Source: an optimization exercise on an open RTL-to-GDS flow (aim: small area). Production flows keep margins and buffers that such runs may drop.
Only simulation tests tie the RTL to the original design; equivalence was not proved.
Power is estimated from default activity; no workload was simulated.

**flow/flow/run.sh**
```bash
#!/bin/bash
# Standard layout with a leaner clock tree (no dummy balancing loads, clkbuf_8 sink
# clusters) and minimum-size port buffers. Every other step is the standard flow's own.
set -euo pipefail
bash standard.sh \
  "CTS_ARGS=-sink_clustering_enable -repair_clock_nets -dont_use_dummy_load -buf_list sky130_fd_sc_hd__clkbuf_8 -sink_clustering_size 16 -sink_clustering_max_diameter 60" \
  "BUFFER_PORTS_ARGS=-buffer_cell sky130_fd_sc_hd__buf_1" \
  finish > run_flow.log 2>&1
```
**flow/standard.sh**
```bash
#!/bin/bash
# synth_recipe.tcl (not shown) runs the flow's synth.tcl, then flattens the netlist and writes it again
# the make line also repeats each setting of config.mk as NAME=value (left out here)
make -C /OpenROAD-flow-scripts/flow DESIGN_CONFIG=/design/flow/config.mk WORK_HOME=/design/flow/orfs CLKGATE_MAP_FILE= SYNTH_SCRIPT=/design/flow/synth_recipe.tcl "${@:-finish}"
```
**flow/config.mk**
```make
export PLATFORM = sky130hd
export DESIGN_NAME = frame_fifo_sync
export DESIGN_NICKNAME = frame_fifo_sync
export VERILOG_FILES = /design/flow/design.v
export SDC_FILE = /design/flow/constraint.sdc
export NUM_CORES = 4
export LEC_CHECK = 0
export CAP_MARGIN = 5
export CORE_MARGIN = 2
export CORE_UTILIZATION = 55
export SLEW_MARGIN = 5
```
**flow/constraint.sdc**
```tcl
create_clock -name core_clock -period 6.0 [get_ports {sample_clk}]
set_input_delay 1.2000 -clock core_clock [delete_from_list [all_inputs] [get_ports {sample_clk}]]
set_output_delay 1.2000 -clock core_clock [all_outputs]
set_load 0.01 [all_outputs]
```
**flow/design.v**
```verilog
module frame_fifo_sync #(
    parameter int WORD_W = 16,
    parameter int NUM_CH = 8,
    parameter int DEPTH  = 16,
    parameter int SEL_W  = $clog2(NUM_CH),
    parameter int CNT_W  = $clog2(DEPTH) + 1
) (
    input  logic                     sample_clk,
    input  logic                     reset_n,
    input  logic [WORD_W-1:0]        data_in,
    input  logic                     done,
    input  logic [SEL_W-1:0]         atmchsel,
    input  logic                     last_word,
    input  logic [CNT_W-1:0]         threshold,
    input  logic                     ovf_mode,
    input  logic                     flush,
    input  logic                     frame_pop,
    input  logic                     clear_flags,
    output logic [NUM_CH*WORD_W-1:0] frame_data_out,
    output logic                     fifo_ready,
    output logic [CNT_W-1:0]         frame_count,
    output logic                     overflow,
    output logic                     underflow
);
    localparam int PTR_W = $clog2(DEPTH);
    localparam int FRAME_W = NUM_CH * WORD_W;
    localparam logic [CNT_W-1:0] DEPTH_C = CNT_W'(DEPTH);
    logic                          commit;
    logic                          stage_clr;
    logic [NUM_CH-1:0]             slot_hit;
    logic [NUM_CH-1:0]             slot_vld_q;
    logic [NUM_CH-1:0][WORD_W-1:0] slot_q;
    logic [NUM_CH-1:0][WORD_W-1:0] frame_merged;
    logic [PTR_W-1:0] wr_ptr_q, wr_ptr_d;
    logic [PTR_W-1:0] rd_ptr_q, rd_ptr_d;
    logic [CNT_W-1:0] count_q, count_d;
    logic             ovf_q, ovf_d;
    logic             udf_q, udf_d;
    logic             wr_en;
    logic [FRAME_W-1:0] mem_q [DEPTH];
    assign commit    = done && last_word;
    assign stage_clr = flush || commit;
    genvar k;
    generate
        for (k = 0; k < NUM_CH; k++) begin : g_slot
            assign slot_hit[k] = done && (atmchsel == SEL_W'(k));
            always_ff @(posedge sample_clk) begin
                if (slot_hit[k])
                    slot_q[k] <= data_in;
            end
            always_ff @(posedge sample_clk or negedge reset_n) begin
                if (!reset_n)
                    slot_vld_q[k] <= 1'b0;
                else if (stage_clr)
                    slot_vld_q[k] <= 1'b0;
                else if (slot_hit[k])
                    slot_vld_q[k] <= 1'b1;
            end
            assign frame_merged[k] = slot_hit[k] ? data_in
                                   : (slot_q[k] & {WORD_W{slot_vld_q[k]}});
        end
    endgenerate
    always_comb begin
        logic full;
        logic do_pop;
        logic cnt_inc;
        logic rd_inc;
        logic ovf_set;
        logic udf_set;
        full    = (count_q == DEPTH_C);
        do_pop  = frame_pop && (count_q != '0);
        wr_en   = 1'b0;
        cnt_inc = 1'b0;
        rd_inc  = 1'b0;
        ovf_set = 1'b0;
        udf_set = 1'b0;
        wr_ptr_d = wr_ptr_q;
        rd_ptr_d = rd_ptr_q;
        count_d  = count_q;
        if (flush) begin
            wr_ptr_d = '0;
            rd_ptr_d = '0;
            count_d  = '0;
        end else begin
            udf_set = frame_pop && (count_q == '0);
            if (commit) begin
                if (!full || do_pop) begin
                    wr_en   = 1'b1;
                    cnt_inc = 1'b1;
                end else if (ovf_mode) begin
                    wr_en   = 1'b1;
                    rd_inc  = 1'b1;
                    ovf_set = 1'b1;
                end else begin
                    ovf_set = 1'b1;
                end
            end
            if (do_pop)
                rd_inc = 1'b1;
            if (wr_en)
                wr_ptr_d = wr_ptr_q + PTR_W'(1);
            if (rd_inc)
                rd_ptr_d = rd_ptr_q + PTR_W'(1);
            count_d = count_q + CNT_W'(cnt_inc) - CNT_W'(do_pop);
        end
        ovf_d = ovf_q;
        if (ovf_set)
            ovf_d = 1'b1;
        else if (clear_flags)
            ovf_d = 1'b0;
        udf_d = udf_q;
        if (udf_set)
            udf_d = 1'b1;
        else if (clear_flags)
            udf_d = 1'b0;
    end
    always_ff @(posedge sample_clk or negedge reset_n) begin
        if (!reset_n) begin
            wr_ptr_q <= '0;
            rd_ptr_q <= '0;
            count_q  <= '0;
            ovf_q    <= 1'b0;
            udf_q    <= 1'b0;
        end else begin
            wr_ptr_q <= wr_ptr_d;
            rd_ptr_q <= rd_ptr_d;
            count_q  <= count_d;
            ovf_q    <= ovf_d;
            udf_q    <= udf_d;
        end
    end
    logic [DEPTH-1:0] wsel_q, wsel_d;
    always_comb begin
        wsel_d = '0;
        wsel_d[wr_ptr_d] = 1'b1;
    end
    always_ff @(posedge sample_clk or negedge reset_n) begin
        if (!reset_n)
            wsel_q <= DEPTH'(1);
        else
            wsel_q <= wsel_d;
    end
    logic [DEPTH-1:0] mem_we, mem_hold;
    always_comb begin
        for (int e = 0; e < DEPTH; e++) begin
            mem_we[e]   = wsel_q[e] && wr_en;
            mem_hold[e] = (wr_ptr_q != PTR_W'(e)) || !wr_en;
        end
    end
    logic [DEPTH-1:0] mem_tag_q;
    always_ff @(posedge sample_clk) begin
        for (int e = 0; e < DEPTH; e++) begin
            mem_q[e]     <= ~((mem_q[e] | {FRAME_W{mem_we[e]}}) & (frame_merged | {FRAME_W{mem_hold[e]}}));
            mem_tag_q[e] <= ~((mem_tag_q[e] | mem_we[e]) & mem_hold[e]);
        end
    end
    logic [DEPTH-1:0] rd_sel_q, rd_sel_d;
    always_comb begin
        rd_sel_d = '0;
        if (count_d != '0)
            rd_sel_d[rd_ptr_d] = 1'b1;
    end
    always_ff @(posedge sample_clk or negedge reset_n) begin
        if (!reset_n)
            rd_sel_q <= '0;
        else
            rd_sel_q <= rd_sel_d;
    end
    wire [DEPTH-1:0] rd_sel = rd_sel_q;
    logic [FRAME_W-1:0] rd_raw;
    logic               rd_tag;
    always_comb begin
        rd_raw = '0;
        rd_tag = 1'b0;
        for (int e = 0; e < DEPTH; e++) begin
            rd_raw = rd_raw | (mem_q[e] & {FRAME_W{rd_sel[e]}});
            rd_tag = rd_tag | (mem_tag_q[e] & rd_sel[e]);
        end
    end
    assign frame_data_out = rd_raw ^ {FRAME_W{rd_tag}};
    assign fifo_ready     = count_q >= ((threshold == '0) ? CNT_W'(1) : threshold);
    assign frame_count    = count_q;
    assign overflow       = ovf_q;
    assign underflow      = udf_q;
endmodule
```
==> results.sh, run 1 <==
export IMPL_clock_sinks=2247
export IMPL_place_ws_ns=1.40
export IMPL_clock_path_buffers=3
export IMPL_drv_slew=0
export IMPL_finalSetupViolations=0
export IMPL_gp_congestion=0.806
export IMPL_rows=137
export IMPL_whs_endpoint="mem_q[8][124]"
export IMPL_synth_net_count=7182
export IMPL_drc_errors=0
export IMPL_synth_edf_count=128
export IMPL_cpMaxStageDelayCell="dfrtp_4"
export IMPL_cts_tree="yes"
export IMPL_dieArea_um2=144000
export IMPL_antenna_found_initial=7
export IMPL_clock_fmax_ghz=0.188
export IMPL_p_clk_share_pct=23.2
export IMPL_grt_pass1_wl_um=456000
export IMPL_path_cells="buf_4 > buf_4 > a22o_1 > a221oi_1 > nand4_1 > xnor2_1 > buf_1"
export IMPL_die_h_um=379
export IMPL_reg2reg_depth=15
export IMPL_internal_power_mw=21.6
export IMPL_final_nets=6848
export IMPL_ys_seq_elements=2247
export IMPL_grt_overflow=0
export IMPL_maxCapViolations=0
export IMPL_fin_ws_ns=0.683
export IMPL_synthCells=7125
export IMPL_arrival_ns=4.12
export IMPL_post_drt_wl_per_cell_um=36.8
export IMPL_fin_crit_sh_pct=88.6
export IMPL_num_vias=67600
export IMPL_worst_slew_pin_slew_ns=1.47
export IMPL_area_growth_pct=5.74
export IMPL_met2WireLength_um=137000
export IMPL_finalWirelength_um=320000
export IMPL_yosys_warnings=2
export IMPL_cts_setup_buffers=0
export IMPL_ioPinCount=168
export IMPL_post_synth_num_cell_types=61
export IMPL_async_reset_ff_share_pct=2.45
export IMPL_slowest_delay_ns=0.83
export IMPL_required_ns=4.80
export IMPL_status="no timing/DRC/antenna violations"
export IMPL_grt_pass1_vias=63900
export IMPL_seqPwrFrac_pct=58.7
export IMPL_r2r_start="count_q[3]"
export IMPL_initial_utilization_pct=55.4
export IMPL_critPathCaptureType="primary output"
export IMPL_vias_per_cell=7.79
export IMPL_seq_area_um2=46600
export IMPL_sw_frac_of_total_pct=30.7
export IMPL_crit_buf_inv=3
export IMPL_routed_top_layer="met5"
export IMPL_tns_ns=0
export IMPL_port_buffers=167
export IMPL_placed_area_um2=79400
export IMPL_crit_top_cell="buf_4"
export IMPL_design_area_um2=81700
export IMPL_wl_met3_um=42200
export IMPL_vdd_ir_drop_max_uv=264
export IMPL_path_max_fanout=33
export IMPL_hp_class="reg2reg"
export IMPL_combPwrFrac_pct=18.1
export IMPL_whs_path_depth=1
export IMPL_cts_hold_buf=0
export IMPL_fillers=12000
export IMPL_synth_flop_cell="dfxtp_1"
export IMPL_antenna_left=0
export IMPL_cts_root_buffer="clkbuf_8"
export IMPL_static_leakage_power_nw=29.2
export IMPL_coreArea_um2=140000
export IMPL_syn_avg_cell_area_um2=10.8
export IMPL_multi_input_area_um2=27400
export IMPL_wl_met1_um=126000
export IMPL_fin_crit_ns=5.32
export IMPL_power_density_nw_per_um2=382
export IMPL_netlist_area_um2=77300
export IMPL_hold_violations=0
export IMPL_grt_max_degree=130
export IMPL_drive_gt1_share_pct=6.66
export IMPL_hold_start="mem_q[8][124]"
export IMPL_path_clk_slew_ns=0.09
export IMPL_grt_use_total_pct=43.2
export IMPL_reg2reg_slack_ns=1.93
export IMPL_drt_first_pass_iters=5
export IMPL_numCtsBuffers=165
export IMPL_switching_power_mw=9.57
export IMPL_insertion_delay_ns=0.94
export IMPL_seq_area_frac_synth_pct=60.2
export IMPL_drt_iter0_markers=8990
export IMPL_rsz0062_at_grt="false"
export IMPL_r2r_end="rd_sel_q[0]"
export IMPL_max_slew_margin_pct=1.74
export IMPL_critPathTopFamily="buffers and inverters"
export IMPL_worst_hold_slack_ns=0.438
export IMPL_die_w_um=379
export IMPL_clock_skew_ns=0.0682
export IMPL_crit_type="reg2out"
export IMPL_cp_start_kind="register"
export IMPL_h_tree_depth=4
export IMPL_cts_resized=0
export IMPL_hpwl_um=161000
cells in the final DEF, fill, tap and decap left out, types with 32 or more instances in the layout:
cell type and instances:
edfxtp_1 128, dfrtp_1 38, xnor2_1 132, a22o_1 514, buf_12 61, o22ai_1 2048, nor2_1 32, nand4_1 135
clkbuf_8 165, dfxtp_1 2064, a221oi_1 515, buf_1 166, buf_4 148, o21ai_1 127, nand2_1 274
worst register-to-register path, stage by stage, from the launching register on:
cell,delay (ns)
dfrtp_1,0.43
inv_1,0.11
ha_1,0.21
or4b_1,0.60
and2_2,0.26
ha_1,0.28
inv_1,0.06
ha_1,0.16
inv_1,0.06
fa_1,0.43
nand2b_1,0.17
a21oi_1,0.16
o21ai_0,0.14
a41oi_1,0.42
nand3b_1,0.21
nor4_1,0.25
sequential cells by signal, indices dropped and copies added, names as in the netlist:
name        count
rd_ptr_q        4
rd_sel_q       16
wsel_q         16
ovf_q           1
slot_vld_q      8
wr_ptr_q        4
slot_q        128
udf_q           1
mem_q        2048
count_q         5
mem_tag_q      16
cell usage after synthesis (all sizes together) (2+ instances only):
| master | count | share of area [%] |
|---|---|---|
| a21boi | 3 | 0.029 |
| a21o | 2 | 0.019 |
| a21oi | 10 | 0.065 |
| a221oi | 515 | 5.8 |
| a22o | 515 | 5.8 |
| a22oi | 5 | 0.066 |
| a31o | 2 | 0.034 |
| a31oi | 3 | 0.024 |
| and2 | 19 | 0.16 |
| and3 | 2 | 0.018 |
| buf | 257 | 1.6 |
| clkbuf | 622 | 3.0 |
| dfrtp | 54 | 1.7 |
| dfxtp | 2064 | 53 |
| edfxtp | 128 | 5.0 |
| ha | 24 | 0.39 |
| inv | 25 | 0.12 |
| mux2 | 2 | 0.034 |
| mux2i | 6 | 0.078 |
| nand2 | 278 | 1.4 |
| nand2b | 6 | 0.049 |
| nand3 | 19 | 0.12 |
| nand3b | 3 | 0.029 |
| nand4 | 135 | 1.1 |
| nor2 | 39 | 0.19 |
| nor2b | 11 | 0.089 |
| nor3 | 5 | 0.032 |
| nor3b | 2 | 0.019 |
| nor4 | 2 | 0.016 |
| o21a | 8 | 0.078 |
| o21ai | 148 | 0.96 |
| o22ai | 2049 | 17 |
| o32ai | 2 | 0.023 |
| or2 | 3 | 0.024 |
| or3 | 3 | 0.024 |
| xnor2 | 132 | 1.5 |
| xor2 | 7 | 0.079 |
stage by stage:
step	utilization (%)	cells	power, mW
CTS	58.5	8661	31.0
global route	58.5	8667	32.3
global placement	56.9	8496	23.9
floorplan	-	7125	21.7
finish	58.6	8680	31.2
detailed placement	56.9	8496	24.1
cell type report:
type                       instances  share of cell area, %
clock buffer                     165                   2.78
sequential                      2247                   57.0
tap                             1876                   2.87
multi-input combinational       3974                   33.5
inverter                          25                  0.115
antenna                           15                 0.0459
timing repair buffer             378                   3.65
layer usage:
layer | up-vias | global-route usage, %
li1 | 27500 | -
met5 | - | 0
met3 | 1038 | 11.0
met4 | 4 | 17.7
met2 | 5065 | 64.5
met1 | 34000 | 59.7
logic make-up (layout without fill, tap and decap cells):
group / count (synthesis) / in the layout / synth area share, %
fa+ha+maj: 25 / 25 / 0.414
flops: 2247 / 2247 / 60.2
buf+inv: 904 / 568 / 4.73
xor+xnor: 139 / 139 / 1.58
compound gates: 3270 / 3270 / 29.7
simple gates: 532 / 532 / 3.28
other cells: 0 / 15 / 0
mux: 8 / 8 / 0.112
power by group through the flow:
stage          clock, mW  sequential [mW]  combinational, mW
2_1_floorplan          0             18.2               3.58
3_3_place_gp           0             18.5               5.40
3_5_place_dp           0             18.6               5.51
4_1_cts             7.23             18.2               5.53
5_1_grt             7.73             18.5               6.02
6_report            7.25             18.3               5.65
worst max path at each step:
| stage | from | endpoint | depth (start not counted) |
|---|---|---|---|
| after detailed placement | frame_pop | mem_q[8][85] | 6 |
| after global placement | frame_pop | mem_q[8][84] | 6 |
| after floorplan | frame_pop | rd_sel_q[0] | 14 |
| final | rd_sel_q[1] | frame_data_out[23] | 7 |
| after CTS | rd_sel_q[11] | frame_data_out[39] | 8 |
| after global routing | rd_sel_q[1] | frame_data_out[23] | 7 |
==> run 2: changes to the inputs <==
--- a/flow/config.mk
+++ b/flow/config.mk
@@ -9,3 +9,4 @@
 export CORE_MARGIN = 2
-export CORE_UTILIZATION = 55
+export CORE_UTILIZATION = 62
+export PLACE_DENSITY = 0.7
 export SLEW_MARGIN = 5
==> run 2 against run 1 <==
Net effect:
- via count up 0.45%
- clock skew is 0.028 ns higher
- power fell by 0.36%
- cell count down 3.3%
- die area down 11%
- fmax up 5.3%
- cell area down 0.91%
- area after synthesis unchanged
- flip-flop and latch count stayed put
- critical endpoint is now frame_data_out[69]
- largest power group unchanged
- highest routed layer unchanged
==> results.sh, run 2 <==
export IMPL_post_synth_num_cell_types=61
export IMPL_crit_type="reg2out"
export IMPL_synth_xor_area_share_pct=1.58
export IMPL_antenna_left=0
export IMPL_fillers=9773
export IMPL_hpwl_um=148000
export IMPL_area_growth_pct=4.78
export IMPL_cts_setup_buffers=0
export IMPL_drt_iter0_markers=10400
export IMPL_h_tree_depth=4
export IMPL_syn_avg_cell_area_um2=10.8
export IMPL_gp_congestion=0.822
export IMPL_cp_start_kind="register"
export IMPL_clock_path_buffers=3
export IMPL_yosys_area_top_type="dfxtp_1"
export IMPL_static_leakage_power_nw=28.9
export IMPL_tns_ns=0
export IMPL_ys_seq_elements=2247
export IMPL_num_vias=67900
export IMPL_synthAdderAreaFrac_pct=0.414
export IMPL_grt_max_degree=130
export IMPL_grt_overflow=0
export IMPL_vdd_ir_drop_max_uv=321
export IMPL_status="no timing/DRC/antenna violations"
export IMPL_mostFrequentLayoutCells="2064 x dfxtp_1, 2048 x o22ai_1, 515 x a221oi_1"
export IMPL_met2WireLength_um=126000
export IMPL_multi_input_area_um2=27400
export IMPL_vias_per_cell=8.10
export IMPL_wl_met1_um=111000
export IMPL_seq_area_frac_synth_pct=60.2
export IMPL_synth_common_cells="2064 x dfxtp_1, 2048 x o22ai_1, 622 x clkbuf_1"
export IMPL_wl_met3_um=48800
export IMPL_synth_area_leaders="dfxtp_1 53%, o22ai_1 17%, a221oi_1 5.8%"
export IMPL_finalSetupViolations=0
export IMPL_fin_crit_ns=5.05
export IMPL_finalWirelength_um=305000
export IMPL_routed_top_layer="met5"
export IMPL_netlist_area_um2=77300
export IMPL_antenna_found_initial=10
export IMPL_cts_tree="yes"
export IMPL_path_max_fanout=28
export IMPL_yosys_warnings=2
export IMPL_synth_flop_cell="dfxtp_1"
export IMPL_insertion_delay_ns=0.95
export IMPL_cts_resized=0
export IMPL_hold_violations=0
export IMPL_design_area_um2=81000
export IMPL_drive_gt1_share_pct=6.08
export IMPL_dieArea_um2=127000
export IMPL_max_slew_margin_pct=4.94
export IMPL_die_h_um=357
export IMPL_power_density_nw_per_um2=384
export IMPL_numCtsBuffers=163
export IMPL_seq_area_um2=46600
export IMPL_cts_hold_buf=0
export IMPL_synth_simple_area_share_pct=3.28
export IMPL_maxCapViolations=0
export IMPL_final_common_cell="dfxtp_1"
export IMPL_synth_mux_area_share_pct=0.112
export IMPL_synth_compound_area_share_pct=29.7
export IMPL_cpMaxStageDelayCell="dfrtp_4"
export IMPL_required_ns=4.80
export IMPL_crit_top_cell="buf_4"
export IMPL_clock_skew_ns=0.0963
export IMPL_synthCells=7125
export IMPL_path_cells="buf_4 > buf_4 > a22o_1 > a221oi_1 > nand4_1 > xnor2_1 > buf_1"
export IMPL_ioPinCount=168
export IMPL_synth_top_family_by_area="compound AO/OA/AOI/OAI gates"
export IMPL_critPathCaptureType="primary output"
export IMPL_clock_sinks=2247
export IMPL_cts_root_buffer="clkbuf_8"
export IMPL_drc_errors=0
export IMPL_hp_class="reg2reg"
export IMPL_synth_net_count=7182
export IMPL_drt_first_pass_iters=8
export IMPL_coreArea_um2=124000
export IMPL_placed_area_um2=78700
export IMPL_top_regs="mem_q: 2048 flops, slot_q: 128 flops"
export IMPL_arrival_ns=3.85
export IMPL_final_nets=6807
export IMPL_drv_slew=0
export IMPL_rsz0062_at_grt="false"
export IMPL_grt_pass1_wl_um=437000
export IMPL_synth_top_area_share_pct=53.5
export IMPL_die_w_um=357
export IMPL_worst_slew_pin_slew_ns=1.43
export IMPL_clock_fmax_ghz=0.198
export IMPL_async_reset_ff_share_pct=2.45
export IMPL_slowest_delay_ns=0.68
export IMPL_top_register="mem_q"
export IMPL_synth_edf_count=128
export IMPL_grt_pass1_vias=64100
export IMPL_port_buffers=167
export IMPL_path_clk_slew_ns=0.10
export IMPL_grt_use_total_pct=46.1
export IMPL_yosysMostFrequentCell="dfxtp_1"
export IMPL_fin_crit_sh_pct=84.2
export IMPL_initial_utilization_pct=62.5
export IMPL_largest_reg_flops=2048
export IMPL_post_drt_wl_per_cell_um=36.3
export IMPL_rows=129
## run 2: cell types whose count changed in the layout (fill, tap and decap cells not counted), sizes merged
cell    previous run  this run
clkbuf           165       163
diode             15         5
buf              378       339
## run 2: final timing paths
| path | from | endpoint | slack, ns | cells after the start |
|---|---|---|---|---|
| max in group asynchronous | reset_n | rd_sel_q[9] | 4.83 | 2 |
| max reg2reg | count_q[3] | rd_sel_q[0] | 1.97 | 15 |
| min reg2reg | mem_q[1][112] | mem_q[1][112] | 0.44 | 1 |
| min in group asynchronous | reset_n | wsel_q[5] | 0.48 | 2 |
| max | rd_sel_q[13] | frame_data_out[69] | 0.95 | 7 |
| min | mem_q[1][112] | mem_q[1][112] | 0.44 | 1 |
## run 2: cells by family (layout without fill, tap and decap cells)
family                   Yosys count  in the layout
AO/OA/AOI/OAI                   3270           3270
XOR/XNOR                         139            139
adder cells (fa/ha/maj)           25             25
buffers and inverters            904            527
flip-flops                      2247           2247
multiplexers                       8              8
other                              0              5
AND/OR/NAND/NOR                  532            532
## run 2: final cells by class
class / count / area share, %
flip-flops and latches: 2247 / 57.5
inverters: 25 / 0.116
clock buffers: 163 / 2.77
diodes: 5 / 0.0155
multi-input cells: 3974 / 33.8
well taps: 1637 / 2.53
repair buffers: 339 / 3.20
## run 2: where the power goes
part	internal (mW)	switching, mW	leakage, nW
sequential	17.1	1.26	20.4
combinational	2.08	3.53	7.30
clock	2.44	4.72	1.17
total	21.6	9.50	28.9
## run 2: routing by layer
layer / track usage, % / vias up
li1: - / 27400
met3: 13.5 / 1376
met4: 24.0 / 4
met5: 0 / -
met2: 66.9 / 6137
met1: 62.7 / 33000
## run 2: worst max-delay path, delay by kind of cell (launching register included)
| kind | cells | cell delay, ns |
|---|---|---|
| AO/OA/AOI/OAI | 2 | 0.49 |
| XOR/XNOR | 1 | 0.37 |
| buffers and inverters | 3 | 0.95 |
| flip-flops | 1 | 0.68 |
| AND/OR/NAND/NOR | 1 | 0.45 |
## run 2: through the flow
| step | hold WS (ns) | instances | util (%) | total power, mW | setup WS, ns |
|---|---|---|---|---|---|
| 4_1_cts | 0.438 | 8384 | 65.5 | 30.8 | 1.02 |
| 3_3_place_gp | 0.417 | 8220 | 63.7 | 23.8 | 1.40 |
| 5_1_grt | 0.447 | 8386 | 65.5 | 32.1 | 0.916 |
| 3_5_place_dp | 0.427 | 8221 | 63.7 | 24.0 | 1.35 |
| 6_report | 0.439 | 8390 | 65.5 | 31.1 | 0.949 |
| 2_1_floorplan | 0.412 | 7125 | - | 21.7 | 2.36 |
==> run 3: changes to the inputs <==
--- a/flow/config.mk
+++ b/flow/config.mk
@@ -9,4 +9,4 @@
 export CORE_MARGIN = 2
-export CORE_UTILIZATION = 62
-export PLACE_DENSITY = 0.7
+export CORE_UTILIZATION = 65
+export PLACE_DENSITY = 0.74
 export SLEW_MARGIN = 5
==> run 3 against run 2 <==
Net effect:
- now fails the layout checks on capacitance limit, slew limit
- sequential share of layout area rose by 0.079 points
- worst hold slack got worse by 0.0018 ns
- global-route usage rose by 1.5 points
- fmax fell by 2.4%
- flip-flop and latch count did not move
- critical endpoint is now frame_data_out[49]
- synthesized cell count did not move
- clock power fell by 1%
- register-to-register slack got worse by 0.04 ns
- critical path depth fell by 1
==> results.sh, run 3 <==
export IMPL_status="complete, but fails checks"
export IMPL_failed_checks="capacitance limit, slew limit"
export IMPL_synth_common_cells="2064 x dfxtp_1, 2048 x o22ai_1, 622 x clkbuf_1"
export IMPL_sw_frac_of_total_pct=30.4
export IMPL_ioPinCount=168
export IMPL_clock_fmax_ghz=0.193
export IMPL_synth_top_area_share_pct=53.5
export IMPL_drv_slew=10
export IMPL_path_cells="buf_4 > a22o_1 > a221oi_1 > nand4_1 > xnor2_1 > buf_1"
export IMPL_slowest_delay_ns=1.07
export IMPL_finalSetupViolations=0
export IMPL_combPwrFrac_pct=17.9
export IMPL_port_buffers=167
export IMPL_synth_edf_count=128
export IMPL_yosysMostFrequentCell="dfxtp_1"
export IMPL_mostFrequentLayoutCells="2064 x dfxtp_1, 2048 x o22ai_1, 515 x a221oi_1"
export IMPL_yosys_warnings=2
export IMPL_drive_gt1_share_pct=6.09
export IMPL_top_register="mem_q"
export IMPL_worst_hold_slack_ns=0.437
export IMPL_insertion_delay_ns=0.94
export IMPL_synth_area_leaders="dfxtp_1 53%, o22ai_1 17%, a221oi_1 5.8%"
export IMPL_cts_resized=0
export IMPL_r2r_start="count_q[3]"
export IMPL_finalWirelength_um=300000
export IMPL_num_vias=68700
export IMPL_die_h_um=349
export IMPL_rsz0062_at_grt="false"
export IMPL_cts_hold_buf=0
export IMPL_coreArea_um2=118000
export IMPL_netlist_area_um2=77300
export IMPL_synth_net_count=7182
export IMPL_hold_start="mem_q[8][106]"
export IMPL_grt_pass1_wl_um=434000
export IMPL_arrival_ns=3.98
export IMPL_fin_crit_sh_pct=86.3
export IMPL_cpMaxStageDelayCell="dfrtp_4"
export IMPL_synthCells=7125
export IMPL_cp_start_kind="register"
export IMPL_switching_power_mw=9.40
export IMPL_grt_max_degree=121
export IMPL_path_clk_slew_ns=0.09
export IMPL_vdd_ir_drop_max_uv=254
export IMPL_seqPwrFrac_pct=59.3
export IMPL_power_density_nw_per_um2=383
export IMPL_largest_reg_flops=2048
export IMPL_drt_first_pass_iters=10
export IMPL_clock_sinks=2247
export IMPL_gp_congestion=0.840
export IMPL_antenna_found_initial=9
export IMPL_clock_skew_ns=0.0853
export IMPL_reg2reg_depth=15
export IMPL_final_nets=6807
export IMPL_whs_path_depth=1
export IMPL_area_growth_pct=4.64
export IMPL_cts_setup_buffers=0
export IMPL_critPathTopFamily="flip-flops"
export IMPL_hold_violations=0
export IMPL_drt_iter0_markers=11000
export IMPL_reg2reg_slack_ns=1.93
export IMPL_fin_crit_ns=5.18
export IMPL_top_regs="mem_q: 2048 flops, slot_q: 128 flops"
export IMPL_static_leakage_power_nw=28.9
export IMPL_syn_avg_cell_area_um2=10.8
export IMPL_whs_endpoint="mem_q[8][106]"
export IMPL_max_slew_margin_pct=-4.01
export IMPL_yosys_area_top_type="dfxtp_1"
export IMPL_vias_per_cell=8.28
export IMPL_initial_utilization_pct=65.5
export IMPL_tns_ns=0
export IMPL_path_max_fanout=43
export IMPL_post_drt_wl_per_cell_um=36.2
export IMPL_numCtsBuffers=160
export IMPL_seq_area_frac_synth_pct=60.2
export IMPL_p_clk_share_pct=22.8
export IMPL_maxCapViolations=1
export IMPL_grt_overflow=0
export IMPL_clock_path_buffers=3
export IMPL_die_w_um=349
export IMPL_crit_type="reg2out"
export IMPL_worst_slew_pin_slew_ns=1.56
export IMPL_dieArea_um2=122000
export IMPL_ys_seq_elements=2247
export IMPL_rows=126
export IMPL_internal_power_mw=21.6
export IMPL_drc_errors=0
export IMPL_cts_root_buffer="clkbuf_8"
export IMPL_crit_path_start="rd_sel_q[7]"
export IMPL_hpwl_um=148000
export IMPL_hp_class="reg2reg"
export IMPL_antenna_left=0
export IMPL_required_ns=4.80
export IMPL_cts_tree="yes"
export IMPL_grt_use_total_pct=47.6
export IMPL_r2r_end="rd_sel_q[0]"
export IMPL_synth_flop_cell="dfxtp_1"
export IMPL_post_synth_num_cell_types=61
export IMPL_h_tree_depth=4
export IMPL_crit_buf_inv=2
export IMPL_grt_pass1_vias=64700
export IMPL_critPathCaptureType="primary output"
export IMPL_async_reset_ff_share_pct=2.45
export IMPL_final_common_cell="dfxtp_1"
[run 3: cell counts after synthesis]
No cell type changed its count.
[run 3: worst register-to-register path, stage by stage (launching register included)]
cell	delay [ns]
dfrtp_1	0.42
inv_1	0.10
ha_1	0.19
or4b_1	0.61
and2_2	0.26
ha_1	0.26
inv_1	0.06
ha_1	0.16
inv_1	0.06
fa_1	0.41
nand2b_1	0.15
a21oi_1	0.16
o21ai_0	0.15
a41oi_1	0.45
nand3b_1	0.24
nor4_1	0.28
[run 3: metrics by stage]
stage               instances  setup slack (ns)  util, %  instance area [um2]  power (mW)
floorplan                7125              2.36        -                77300        21.7
global route             8286             0.868     68.6                80900        31.9
detailed placement       8124              1.15     66.7                78600        24.0
CTS                      8284              1.06     68.6                80900        30.6
finish                   8291             0.825     68.6                80900        31.0
global placement         8124              1.27     66.7                78600        23.7
[run 3: logic make-up after synthesis]
group / after synthesis / synth area share (%)
fa+ha+maj: 25 / 0.414
buf+inv: 904 / 4.73
flops: 2247 / 60.2
xor+xnor: 139 / 1.58
mux: 8 / 0.112
compound gates: 3270 / 29.7
simple gates: 532 / 3.28
[run 3: how the worst max path moves through the flow]
stage	end	cells after the start
3_5_place_dp	mem_q[4][59]	7
6_report	frame_data_out[49]	6
3_3_place_gp	mem_q[4][61]	7
5_1_grt	frame_data_out[54]	7
4_1_cts	frame_data_out[54]	7
2_1_floorplan	rd_sel_q[0]	14
[run 3: final cells by class]
class                   instances  area (um2)
flip-flops and latches       2247       46600
fillers                      8960       37100
multi-input cells            3974       27400
repair buffers                342        2640
clock buffers                 160        2200
well taps                    1536        1920
inverters                      25        93.8
diodes                          7        17.5
[run 3: power by group through the flow]
stage                     clock, mW  sequential, mW  combinational (mW)
after floorplan                   0            18.2                3.58
after global placement            0            18.5                5.23
after detailed placement          0            18.6                5.38
after CTS                      6.96            18.3                5.40
after global routing           7.51            18.5                5.86
final                          7.07            18.3                5.53
[run 3: routing by layer]
| layer | global-route usage [%] | wire length (um) | share of wire [%] | vias to the layer above |
|---|---|---|---|---|
| met4 | 28.1 | 21900 | 7.3 | 6 |
| li1 | - | - | - | 27400 |
| met2 | 69.3 | 124000 | 41 | 6478 |
| met1 | 61.9 | 104000 | 35 | 33200 |
| met5 | 0 | 43 | 0.014 | - |
| met3 | 15.6 | 50700 | 17 | 1678 |
==> run 4: changes to the inputs <==
==> flow/flow/run.sh (replaced) <==
#!/bin/bash
# Standard layout with a leaner clock tree (no dummy balancing loads, clkbuf_8 sink
# clusters) and minimum-size port buffers. Every other step is the standard flow's own.
set -euo pipefail
bash standard.sh \
  "CTS_ARGS=-sink_clustering_enable -repair_clock_nets -dont_use_dummy_load -buf_list sky130_fd_sc_hd__clkbuf_8 -sink_clustering_size 17 -sink_clustering_max_diameter 65" \
  "BUFFER_PORTS_ARGS=-buffer_cell sky130_fd_sc_hd__buf_1" \
  finish > run_flow.log 2>&1
--- a/flow/config.mk
+++ b/flow/config.mk
@@ -9,4 +9,4 @@
 export CORE_MARGIN = 2
-export CORE_UTILIZATION = 65
-export PLACE_DENSITY = 0.74
+export CORE_UTILIZATION = 55
+export GPL_ROUTABILITY_DRIVEN = 0
 export SLEW_MARGIN = 5
==> run 4 against run 3 <==
Net effect:
- the run now finishes clean
- power is 0.25% higher
- first-iteration DRC count fell by 17%
- combinational power grew 2%
- critical path depth up 1
- area after synthesis unchanged
- clock skew shrank 0.032 ns
- critical path type unchanged
- largest cell class unchanged
==> results.sh, run 4 <==
export IMPL_clock_fmax_ghz=0.187
export IMPL_arrival_ns=4.14
export IMPL_drt_first_pass_iters=8
export IMPL_syn_avg_cell_area_um2=10.8
export IMPL_post_drt_wl_per_cell_um=36.9
export IMPL_cts_setup_buffers=0
export IMPL_grt_overflow=0
export IMPL_fin_crit_sh_pct=89.0
export IMPL_hpwl_um=161000
export IMPL_crit_type="reg2out"
export IMPL_netlist_area_um2=77300
export IMPL_final_common_cell="dfxtp_1"
export IMPL_synth_common_cells="2064 x dfxtp_1, 2048 x o22ai_1, 622 x clkbuf_1"
export IMPL_hp_class="reg2reg"
export IMPL_clock_path_buffers=3
export IMPL_synth_top_area_share_pct=53.5
export IMPL_reg2reg_slack_ns=1.89
export IMPL_die_h_um=379
export IMPL_tns_ns=0
export IMPL_port_buffers=167
export IMPL_numCtsBuffers=154
export IMPL_cts_resized=0
export IMPL_largest_reg_flops=2048
export IMPL_mostFrequentLayoutCells="2064 x dfxtp_1, 2048 x o22ai_1, 515 x a221oi_1"
export IMPL_worst_slew_pin_slew_ns=1.39
export IMPL_rsz0062_at_grt="false"
export IMPL_status="no timing/DRC/antenna violations"
export IMPL_required_ns=4.80
export IMPL_top_register="mem_q"
export IMPL_yosys_warnings=2
export IMPL_clock_skew_ns=0.0532
export IMPL_grt_max_degree=130
export IMPL_top_regs="mem_q: 2048 flops, slot_q: 128 flops"
export IMPL_rows=137
export IMPL_async_reset_ff_share_pct=2.45
export IMPL_p_total_mw=31.0
export IMPL_synth_edf_count=128
export IMPL_ys_seq_elements=2247
export IMPL_cp_start_kind="register"
export IMPL_antenna_found_initial=11
export IMPL_post_synth_num_cell_types=61
export IMPL_finalWirelength_um=320000
export IMPL_dieArea_um2=144000
export IMPL_ioPinCount=168
export IMPL_grt_pass1_vias=64000
export IMPL_insertion_delay_ns=0.94
export IMPL_synthCells=7125
export IMPL_vdd_ir_drop_max_uv=233
export IMPL_hold_violations=0
export IMPL_drive_gt1_share_pct=6.52
export IMPL_fin_crit_ns=5.34
export IMPL_static_leakage_power_nw=29.1
export IMPL_drc_errors=0
export IMPL_maxCapViolations=0
export IMPL_seq_area_frac_synth_pct=60.2
export IMPL_path_clk_slew_ns=0.10
export IMPL_yosys_area_top_type="dfxtp_1"
export IMPL_synth_flop_cell="dfxtp_1"
export IMPL_antenna_left=0
export IMPL_cts_hold_buf=0
export IMPL_drv_slew=0
export IMPL_die_w_um=379
export IMPL_grt_use_total_pct=43.2
export IMPL_finalSetupViolations=0
export IMPL_max_slew_margin_pct=6.79
export IMPL_fillers=12000
export IMPL_area_growth_pct=5.52
export IMPL_h_tree_depth=4
export IMPL_initial_utilization_pct=55.4
export IMPL_grt_pass1_wl_um=456000
export IMPL_clock_sinks=2247
export IMPL_yosysMostFrequentCell="dfxtp_1"
export IMPL_vias_per_cell=7.80
export IMPL_power_density_nw_per_um2=380
export IMPL_utilization_pct=58.4
export IMPL_coreArea_um2=140000
export IMPL_num_vias=67600
export IMPL_cts_tree="yes"
export IMPL_path_max_fanout=33
export IMPL_place_ws_ns=1.40
export IMPL_cts_root_buffer="clkbuf_8"
export IMPL_final_nets=6837
export IMPL_critPathCaptureType="primary output"
export IMPL_synth_area_leaders="dfxtp_1 53%, o22ai_1 17%, a221oi_1 5.8%"
export IMPL_fin_ws_ns=0.661
export IMPL_synth_net_count=7182
export IMPL_drt_iter0_markers=9100
[run 4: logic make-up after synthesis]
| group | after synthesis | synth area share [%] |
|---|---|---|
| buffers and inverters | 904 | 4.73 |
| AOI/OAI and AO/OA | 3270 | 29.7 |
| and+or+nand+nor | 532 | 3.28 |
| xor gates and xnor gates | 139 | 1.58 |
| DFF | 2247 | 60.2 |
| muxes | 8 | 0.112 |
| adders and majority gates | 25 | 0.414 |
[run 4: worst paths after layout]
check | depth (start not counted) | start | endpoint
setup / recovery | 7 | rd_sel_q[1] | frame_data_out[23]
hold / removal | 1 | mem_q[12][35] | mem_q[12][35]
setup reg to reg | 15 | count_q[3] | rd_sel_q[0]
hold reg to reg | 1 | mem_q[12][35] | mem_q[12][35]
max in group asynchronous | 2 | reset_n | rd_sel_q[8]
min in group asynchronous | 2 | reset_n | rd_sel_q[7]
[run 4: power by group]
part | internal (mW) | leakage (nW) | switching [mW]
clock | 2.31 | 1.11 | 4.75
sequential | 17.1 | 20.4 | 1.23
combinational | 2.10 | 7.55 | 3.56
total | 21.5 | 29.1 | 9.54
[run 4: layout make-up]
| type | instances | area (um2) | share of cell area [%] |
|---|---|---|---|
| Clock buffer | 154 | 2120 | 2.60 |
| Inverter | 25 | 93.8 | 0.115 |
| Multi-Input combinational cell | 3974 | 27400 | 33.6 |
| Sequential cell | 2247 | 46600 | 57.1 |
| Tap cell | 1876 | 2350 | 2.88 |
| Timing Repair Buffer | 378 | 2980 | 3.66 |
| Antenna cell | 7 | 17.5 | 0.0215 |
[run 4: worst max-delay path, stage by stage, from the launching register on]
cell and delay (ns):
dfrtp_4 0.85, buf_4 0.67, buf_4 0.59, a22o_1 0.25, a221oi_1 0.06, nand4_1 0.35, xnor2_1 0.17, buf_1 0.18
[run 4: metrics by stage]
step	hold slack (ns)	std cells	area, um2
2_1_floorplan	0.412	7125	77300
3_3_place_gp	0.417	8496	79400
3_5_place_dp	0.427	8496	79400
4_1_cts	0.440	8650	81500
5_1_grt	0.448	8655	81500
6_report	0.440	8661	81600
[run 4: metal layers]
metal | GRT usage [%] | up-vias | share of wire [%]
li1 | - | 27500 | -
met1 | 59.3 | 33900 | 39
met2 | 64.2 | 5061 | 43
met3 | 11.3 | 1088 | 13
met4 | 18.4 | 14 | 4.8
met5 | 0 | - | 0.038
==> run 5: changes to the inputs <==
--- a/flow/config.mk
+++ b/flow/config.mk
@@ -9,4 +9,4 @@
 export CORE_MARGIN = 2
-export CORE_UTILIZATION = 55
-export GPL_ROUTABILITY_DRIVEN = 0
+export CORE_UTILIZATION = 62
+export PLACE_DENSITY = 0.7
 export SLEW_MARGIN = 5
==> run 5 against run 4 <==
Net effect:
- still clean
- clock-buffer cell count decreased by 2
- worst hold slack improved by 0.00086 ns
- global-route usage increased by 3.0 points
- via count increased by 0.69%
- synthesized cell count unchanged
- largest power group unchanged
==> results.sh, run 5 <==
export IMPL_status="no timing/DRC/antenna violations"
export IMPL_grt_use_met3_pct=13.6
export IMPL_cts_root_buffer="clkbuf_8"
export IMPL_synth_edf_count=128
export IMPL_grt_use_total_pct=46.1
export IMPL_path_cells="buf_4 > buf_4 > a22o_1 > a221oi_1 > nand4_1 > xnor2_1 > buf_1"
export IMPL_port_buffers=167
export IMPL_seq_area_frac_synth_pct=60.2
export IMPL_place_ws_ns=1.35
export IMPL_syn_avg_cell_area_um2=10.8
export IMPL_numCtsBuffers=152
export IMPL_drt_iter0_markers=10700
export IMPL_cts_setup_buffers=0
export IMPL_dp_cells=8221
export IMPL_post_synth_num_cell_types=61
export IMPL_max_slew_margin_pct=6.24
export IMPL_h_tree_depth=4
export IMPL_design_area_um2=80900
export IMPL_tns_ns=0
export IMPL_busiest_layer="met2"
export IMPL_synth_area_leaders="dfxtp_1 53%, o22ai_1 17%, a221oi_1 5.8%"
export IMPL_die_h_um=357
export IMPL_rsz0062_at_grt="false"
export IMPL_dieArea_um2=127000
export IMPL_synth_flop_cell="dfxtp_1"
export IMPL_rows=129
export IMPL_slowest_delay_ns=0.69
export IMPL_placed_area_um2=78700
export IMPL_fin_ws_ns=0.946
export IMPL_async_reset_ff_share_pct=2.45
export IMPL_clock_fmax_ghz=0.198
export IMPL_die_w_um=357
export IMPL_grt_pass1_vias=64000
export IMPL_largest_reg_flops=2048
export IMPL_clock_path_buffers=3
export IMPL_drt_first_pass_iters=7
export IMPL_drv_slew=0
export IMPL_top_register="mem_q"
export IMPL_post_drt_wl_per_cell_um=36.3
export IMPL_finalWirelength_um=305000
export IMPL_vias_per_cell=8.11
export IMPL_synth_common_cells="2064 x dfxtp_1, 2048 x o22ai_1, 622 x clkbuf_1"
export IMPL_cts_tree="yes"
export IMPL_yosys_warnings=2
export IMPL_cts_resized=0
export IMPL_area_growth_pct=4.62
export IMPL_gp_congestion=0.822
export IMPL_path_clk_slew_ns=0.10
export IMPL_initial_utilization_pct=62.5
export IMPL_fin_crit_sh_pct=84.2
export IMPL_netlist_area_um2=77300
export IMPL_fin_crit_ns=5.05
export IMPL_yosys_area_top_type="dfxtp_1"
export IMPL_hold_violations=0
export IMPL_path_max_fanout=28
export IMPL_hp_class="reg2reg"
export IMPL_crit_type="reg2out"
export IMPL_synth_top_area_share_pct=53.5
export IMPL_finalSetupViolations=0
export IMPL_antenna_left=0
export IMPL_crit_top_cell="buf_4"
export IMPL_drive_gt1_share_pct=5.92
export IMPL_maxCapViolations=0
export IMPL_static_leakage_power_nw=28.8
export IMPL_synth_net_count=7182
export IMPL_power_density_nw_per_um2=382
export IMPL_critPathCaptureType="primary output"
export IMPL_top_regs="mem_q: 2048 flops, slot_q: 128 flops"
export IMPL_ys_seq_elements=2247
export IMPL_insertion_delay_ns=0.96
export IMPL_grt_use_met1_pct=62.6
export IMPL_grt_overflow=0
export IMPL_yosysMostFrequentCell="dfxtp_1"
export IMPL_drc_errors=0
export IMPL_clock_sinks=2247
export IMPL_num_vias=68100
export IMPL_mostFrequentLayoutCells="2064 x dfxtp_1, 2048 x o22ai_1, 515 x a221oi_1"
export IMPL_synthCells=7125
export IMPL_antenna_found_initial=10
export IMPL_arrival_ns=3.85
export IMPL_cts_hold_buf=0
export IMPL_grt_max_degree=130
export IMPL_crit_buf_inv=3
export IMPL_grt_pass1_wl_um=437000
export IMPL_final_common_cell="dfxtp_1"
export IMPL_clock_skew_ns=0.103
export IMPL_vdd_ir_drop_max_uv=304
export IMPL_utilization_pct=65.4
export IMPL_required_ns=4.80
export IMPL_final_nets=6796
export IMPL_cp_start_kind="register"
export IMPL_grt_util_met2_pct=66.7
export IMPL_worst_hold_slack_ns=0.441
export IMPL_cpMaxStageDelayCell="dfrtp_4"
export IMPL_hpwl_um=148000
export IMPL_stdcell_count=8388
export IMPL_critPathTopFamily="buffers and inverters"
export IMPL_p_total_mw=30.9
export IMPL_coreArea_um2=124000
export IMPL_worst_slew_pin_slew_ns=1.41
export IMPL_ioPinCount=168
-- run 5: cell count changes in the layout (fill, tap and decap cells not counted) --
cell | before | now
buf_1 | 165 | 166
buf_12 | 61 | 54
buf_4 | 148 | 118
buf_6 | 2 | 0
clkbuf_2 | 1 | 0
clkbuf_8 | 154 | 152
diode_2 | 7 | 14
o21ai_1 | 127 | 128
o21ai_2 | 1 | 0
-- run 5: cell families after synthesis --
| kind of cell | share of synthesized area [%] |
|---|---|
| AOI/OAI and AO/OA | 29.7 |
| DFF | 60.2 |
| buffers and inverters | 4.73 |
| and+or+nand+nor | 3.28 |
| xor gates and xnor gates | 1.58 |
| adders and majority gates | 0.414 |
| muxes | 0.112 |
-- run 5: worst paths after layout --
kind | cells past startpoint | slack (ns) | to | start
max in group asynchronous | 2 | 4.87 | rd_sel_q[9] | reset_n
setup / recovery | 7 | 0.95 | frame_data_out[69] | rd_sel_q[13]
hold reg to reg | 1 | 0.44 | mem_q[11][38] | mem_q[11][38]
min in group asynchronous | 2 | 0.46 | wsel_q[10] | reset_n
hold / removal | 1 | 0.44 | mem_q[11][38] | mem_q[11][38]
setup reg to reg | 15 | 1.97 | rd_sel_q[0] | count_q[3]
-- run 5: area by class of cell --
type	count	area [um2]
Tap cell	1637	2050
Multi-Input combinational cell	3974	27400
Sequential cell	2247	46600
Inverter	25	93.8
Timing Repair Buffer	339	2590
Fill cell	9782	42800
Clock buffer	152	2090
Antenna cell	14	35.0
-- run 5: layer usage --
layer / share of wire, % / vias up / wire [um]
met1: 36 / 33200 / 111000
met5: 0.024 / - / 74
li1: - / 27400 / -
met4: 6.2 / 10 / 18700
met3: 16 / 1416 / 48800
met2: 41 / 6058 / 126000
-- run 5: where the power goes --
part | switching [mW] | internal (mW)
registers | 1.26 | 17.1
logic | 3.53 | 2.08
clock network | 4.67 | 2.28
total | 9.45 | 21.4

separate check: timing with driven ports:
Ports are ideal in the flow. The routed layouts listed here were re-timed in OpenROAD. Step 1, drivers: a clkbuf_16 drives sample_clk and a buf_2 each remaining input, both assumed. Step 2 adds t to the input delays and takes it off the output delays; t is the mean of the earliest and latest rising clock arrival at the registers after step 1. Input paths then give back, and output paths get back, about the clock's delay inside the block. Slacks: ideal / step 1 / step 2; pairs: ideal / step 1.
run	t, ns	setup slack, ns	worst hold slack (ns)	worst setup path after step 2
run 1	0.991	0.683 / 0.602 / 1.292	0.438 / 0.438 / 0.438	input to register
run 2	0.992	0.949 / 0.860 / 1.292	0.439 / 0.408 / 0.439	input to register
run 3	0.984	0.825 / 0.743 / 0.972	0.437 / 0.437 / 0.437	input to register
run 4	1.004	0.661 / 0.575 / 1.299	0.440 / 0.403 / 0.440	input to register
run 5	0.990	0.946 / 0.866 / 1.308	0.441 / 0.397 / 0.441	input to register
